Context: an optimization exercise on an open-source flow, tuned for small area and a short achievable clock period. The choices shown serve that exercise and are no tape-out recipe. The RTL was checked by simulation tests, not by an equivalence proof against the original design. Power and IR drop assume default switching activity.

## the baseline
==> flow/design.v <==
module cpu_bus_tracer #(
  parameter int unsigned ADDR_W    = 16,
  parameter int unsigned DATA_W    = 8,
  parameter int unsigned DEPTH     = 64,
  parameter int unsigned POST_TRIG = 16,
  parameter int unsigned WDOG_W    = 20
) (
  input  logic                       clk_i,
  input  logic                       rst_i,
  input  logic [ADDR_W-1:0]          bus_a_i,
  input  logic [DATA_W-1:0]          bus_din_i,
  input  logic [DATA_W-1:0]          bus_dout_i,
  input  logic                       bus_rd_i,
  input  logic                       bus_wr_i,
  input  logic                       bus_done_i,
  input  logic                       bus_fault_i,
  input  logic                       tr_ready_i,
  output logic                       tr_valid_o,
  output logic [ADDR_W+DATA_W:0]     tr_data_o,
  input  logic                       arm_i,
  input  logic [ADDR_W-1:0]          trig_addr_i,
  input  logic [ADDR_W-1:0]          trig_mask_i,
  input  logic [WDOG_W-1:0]          wdog_limit_i,
  output logic [1:0]                 state_o,
  output logic [2:0]                 cause_o,
  output logic [$clog2(DEPTH+1)-1:0] count_o,
  output logic                       wrapped_o
);
  localparam int unsigned PtrW = $clog2(DEPTH);
  localparam int unsigned CntW = $clog2(DEPTH + 1);
  localparam int unsigned EntW = 1 + ADDR_W + DATA_W;
  localparam logic [2:0] CauseNone  = 3'd0;
  localparam logic [2:0] CauseAddr  = 3'd1;
  localparam logic [2:0] CauseFault = 3'd2;
  localparam logic [2:0] CauseWdog  = 3'd3;
  localparam logic [2:0] CauseDone  = 3'd4;
  localparam logic [1:0] StIdle    = 2'd0;
  localparam logic [1:0] StArmed   = 2'd1;
  localparam logic [1:0] StPost    = 2'd2;
  localparam logic [1:0] StStopped = 2'd3;
  logic [1:0]          state_q, state_d;
  logic [2:0]          cause_q, cause_d;
  logic [CntW-1:0]     count_q, count_d;
  logic                wrapped_q, wrapped_d;
  logic [PtrW-1:0]     post_q, post_d;
  logic [WDOG_W-1:0]   wdog1_q, wdog1_d;   
  logic                rd_prev_q, wr_prev_q, fault_prev_q;
  logic                rd_pend_q, skid_vld_q;
  logic [ADDR_W-1:0]   addr_q;
  logic [DATA_W-1:0]   dout_q;
  logic                valid_q, valid_d;
  logic [EntW-1:0]     out_q, out_d;
  logic [EntW-1:0]     mem_q [0:DEPTH-1];
  logic                wr_edge, rd_edge_raw, rd_edge, any_edge, fault_edge;
  logic                capturing, stopped, cap_ok, commit, addr_match, pop, wdog_hit;
  logic                full, empty;
  logic [EntW-1:0]     commit_entry, rd_mem, oldest;
  logic [DEPTH-1:0]    sel_q, sel_d;   
  assign wr_edge     = bus_wr_i & ~wr_prev_q;
  assign rd_edge_raw = bus_rd_i & ~rd_prev_q;
  assign rd_edge     = rd_edge_raw & ~wr_edge;
  assign any_edge    = wr_edge | rd_edge_raw;
  assign fault_edge  = bus_fault_i & ~fault_prev_q;
  assign capturing   = state_q[0] ^ state_q[1];
  assign stopped     = state_q[0] & state_q[1];
  assign cap_ok      = capturing & ~arm_i;
  assign full        = (count_q == CntW'(DEPTH));
  assign empty       = (count_q == '0);
  assign commit      = cap_ok & (rd_pend_q | skid_vld_q | wr_edge);
  always_comb begin
    if (rd_pend_q)       commit_entry = {1'b0, addr_q, bus_din_i};
    else if (skid_vld_q) commit_entry = {1'b1, addr_q, dout_q};
    else                 commit_entry = {1'b1, bus_a_i, bus_dout_i};
  end
  logic match_q, match_in;
  assign match_q     = (((addr_q ^ trig_addr_i) & trig_mask_i) == '0);
  assign match_in    = (((bus_a_i ^ trig_addr_i) & trig_mask_i) == '0);
  assign addr_match  = (trig_mask_i != '0) && ((rd_pend_q | skid_vld_q) ? match_q : match_in);
  assign pop         = valid_q & tr_ready_i;
  always_comb begin
    rd_mem = '0;
    for (int i = 0; i < DEPTH; i++) begin
      if (sel_q[i]) rd_mem = rd_mem | mem_q[i];
    end
  end
  always_comb begin
    if (stopped)                oldest = rd_mem;
    else if (empty)             oldest = commit_entry;
    else if (full && commit)    oldest = mem_q[DEPTH-2];
    else                        oldest = rd_mem;
  end
  always_comb begin
    count_d   = count_q;
    wrapped_d = wrapped_q;
    if (arm_i) begin
      count_d   = '0;
      wrapped_d = 1'b0;
    end else if (commit) begin
      if (full) wrapped_d = 1'b1;
      else      count_d   = count_q + 1'b1;
    end else if (pop) begin
      count_d = count_q - 1'b1;
    end
  end
  logic armed, in_post, pend_any, mask_nz, lim_nz, wdog_eq, post_last;
  logic trig, wdog_stop, post_stop, stop_d;
  assign armed     = (state_q == StArmed);
  assign in_post   = (state_q == StPost);
  assign pend_any  = rd_pend_q | skid_vld_q;
  assign mask_nz   = (trig_mask_i != '0);
  assign lim_nz    = (wdog_limit_i != '0);
  assign wdog_eq   = (wdog1_q == wdog_limit_i);
  assign post_last = (post_q <= PtrW'(1));
  assign wdog_hit  = !any_edge && lim_nz && wdog_eq;
  assign trig      = armed && (fault_edge || (commit && addr_match));
  assign wdog_stop = armed && !any_edge && !fault_edge && lim_nz && wdog_eq &&
                     !(pend_any && mask_nz && match_q);
  assign post_stop = in_post && commit && post_last;
  assign stop_d    = !arm_i && (stopped || (capturing && (bus_done_i || wdog_stop || post_stop)));
  always_comb begin
    state_d  = state_q;
    cause_d  = cause_q;
    post_d   = post_q;
    wdog1_d  = wdog1_q;
    if (arm_i) begin
      state_d = StArmed;
      cause_d = CauseNone;
      post_d  = '0;
      wdog1_d = WDOG_W'(1);
    end else if (capturing) begin
      wdog1_d  = any_edge ? WDOG_W'(1) : wdog1_q + 1'b1;
      if (bus_done_i) begin
        state_d = StStopped;
        cause_d = CauseDone;
      end else if (trig) begin
        cause_d = fault_edge ? CauseFault : CauseAddr;
        post_d  = PtrW'(POST_TRIG);
        state_d = (POST_TRIG == 0) ? StStopped : StPost;
      end else if (armed && wdog_hit) begin
        state_d = StStopped;
        cause_d = CauseWdog;
      end else if (in_post && commit) begin
        post_d = post_q - 1'b1;
        if (post_last) begin
          state_d = StStopped;
        end
      end
    end
  end
  logic nz_d;
  assign nz_d    = commit || (pop ? (count_q != CntW'(1)) : !empty);
  assign valid_d = stop_d && nz_d;
  logic up1, dn1;
  assign up1 = commit && !full && !stop_d;
  assign dn1 = pop || (stop_d && !stopped && !(commit && !full));
  always_comb begin
    if (arm_i) begin
      sel_d = '0;
      sel_d[DEPTH-1] = 1'b1;
    end else if (up1) sel_d = {sel_q[DEPTH-2:0], sel_q[DEPTH-1]};
    else if (dn1)     sel_d = {sel_q[0], sel_q[DEPTH-1:1]};
    else              sel_d = sel_q;
  end
  always_comb begin
    if (!valid_d)               out_d = '0;
    else if (valid_q && !pop)   out_d = out_q;
    else                        out_d = oldest;
  end
  always_ff @(posedge clk_i) begin
    if (rst_i) begin
      state_q      <= StIdle;
      cause_q      <= CauseNone;
      count_q      <= '0;
      wrapped_q    <= 1'b0;
      post_q       <= '0;
      wdog1_q      <= WDOG_W'(1);
      rd_prev_q    <= 1'b0;
      wr_prev_q    <= 1'b0;
      fault_prev_q <= 1'b0;
      rd_pend_q    <= 1'b0;
      skid_vld_q   <= 1'b0;
      valid_q      <= 1'b0;
      out_q        <= '0;
    end else begin
      state_q      <= state_d;
      cause_q      <= cause_d;
      count_q      <= count_d;
      wrapped_q    <= wrapped_d;
      post_q       <= post_d;
      wdog1_q      <= wdog1_d;
      rd_prev_q    <= bus_rd_i;
      wr_prev_q    <= bus_wr_i;
      fault_prev_q <= bus_fault_i;
      rd_pend_q    <= cap_ok & rd_edge;
      skid_vld_q   <= cap_ok & wr_edge & rd_pend_q;
      valid_q      <= valid_d;
      out_q        <= out_d;
    end
    sel_q <= sel_d;
  end
  always_ff @(posedge clk_i) begin
    addr_q <= bus_a_i;
    dout_q <= bus_dout_i;
  end
  always_ff @(posedge clk_i) begin
    if (commit) begin
      mem_q[0] <= commit_entry;
      for (int i = 1; i < DEPTH; i++) mem_q[i] <= mem_q[i-1];
    end
  end
  assign tr_valid_o = valid_q;
  assign tr_data_o  = out_q;
  assign state_o    = state_q;
  assign cause_o    = cause_q;
  assign count_o    = count_q;
  assign wrapped_o  = wrapped_q;
endmodule
export LEC_CHECK = 0
export CAP_MARGIN = 20
export CORE_MARGIN = 2
export CORE_UTILIZATION = 58
export CTS_BUF_LIST = sky130_fd_sc_hd__clkbuf_8
export CTS_CLUSTER_DIAMETER = 50
export CTS_CLUSTER_SIZE = 16
export SETUP_SLACK_MARGIN = 3.4
export SLEW_MARGIN = 20
create_clock -name core_clock -period 6.0 [get_ports {clk_i}]
standard.sh (not shown) runs the stock make flow with config.mk's settings and CLKGATE_MAP_FILE= SYNTH_SCRIPT=/design/flow/synth_recipe.tcl, a recipe that flattens the netlist after the stock synthesis.
==> flow/flow/run.sh <==
#!/bin/bash
# The standard layout flow (standard.sh, unchanged synthesis), except that the port
# buffers are plain buf_2 cells instead of the default delay-buffer cell.
set -euo pipefail
export BUFFER_PORTS_ARGS="-buffer_cell sky130_fd_sc_hd__buf_2"
bash standard.sh finish > standard.log 2>&1
Here is what was changed in the inputs of the candidate compared with the baseline.
# the baseline
export LEC_CHECK = 0
export CAP_MARGIN = 20
export CORE_MARGIN = 2
export CORE_UTILIZATION = 58
export CTS_BUF_LIST = sky130_fd_sc_hd__clkbuf_8
export CTS_CLUSTER_DIAMETER = 50
export CTS_CLUSTER_SIZE = 16
export SETUP_SLACK_MARGIN = 3.4
export SLEW_MARGIN = 20
create_clock -name core_clock -period 6.0 [get_ports {clk_i}]
# the candidate
export LEC_CHECK = 0
export CAP_MARGIN = 20
export CORE_MARGIN = 2
export CORE_UTILIZATION = 62
export CTS_BUF_LIST = sky130_fd_sc_hd__clkbuf_8
export CTS_CLUSTER_DIAMETER = 50
export CTS_CLUSTER_SIZE = 16
export SETUP_SLACK_MARGIN = 3.3
export SLEW_MARGIN = 20
create_clock -name core_clock -period 6.0 [get_ports {clk_i}]
[summary]
Largest net degree at the start of global routing: the candidate > the baseline
Summary: with the baseline as the reference, total net switching power in the candidate moved down by a few percent.
The candidate vs the baseline: total cell area at the placement stage down slightly
The candidate vs the baseline: routed metal-1 wirelength down by a few percent
From the baseline to the candidate the numbers moved as follows: proportion of cell area occupied by multi-input gates was more or less identical, sequential share of layout area rose 1.1 points, maximum frequency fell 5.1%.

afterwards: timing with drivers on the ports:
The flow's constraints put no driver on any port. The routed layouts listed below were extracted and timed again, unchanged, in two steps.
Step 1 assumes that a clkbuf_16 drives the clock port and a buf_2 every other input.
Step 2 also shifts input and output timing later by t, the mid clock arrival at the registers, as if the neighbouring blocks saw the same clock.
Three values: ideal, step 1, step 2; two values: the first two.
run	t (ns)	slack for setup (ns)	slew at the worst register clock pin (ns)	worst slew at a driven data input, ns
the baseline	0.955	3.313 / 3.247 / 2.411	0.11 / 0.11	0.04
the candidate	0.941	3.169 / 3.169 / 2.456	0.11 / 0.11	0.05
After both steps setup and hold are still met in every run listed. The setup slack of the baseline, which loses most, moves by -0.066 ns with the drivers and by -0.902 ns with both steps.
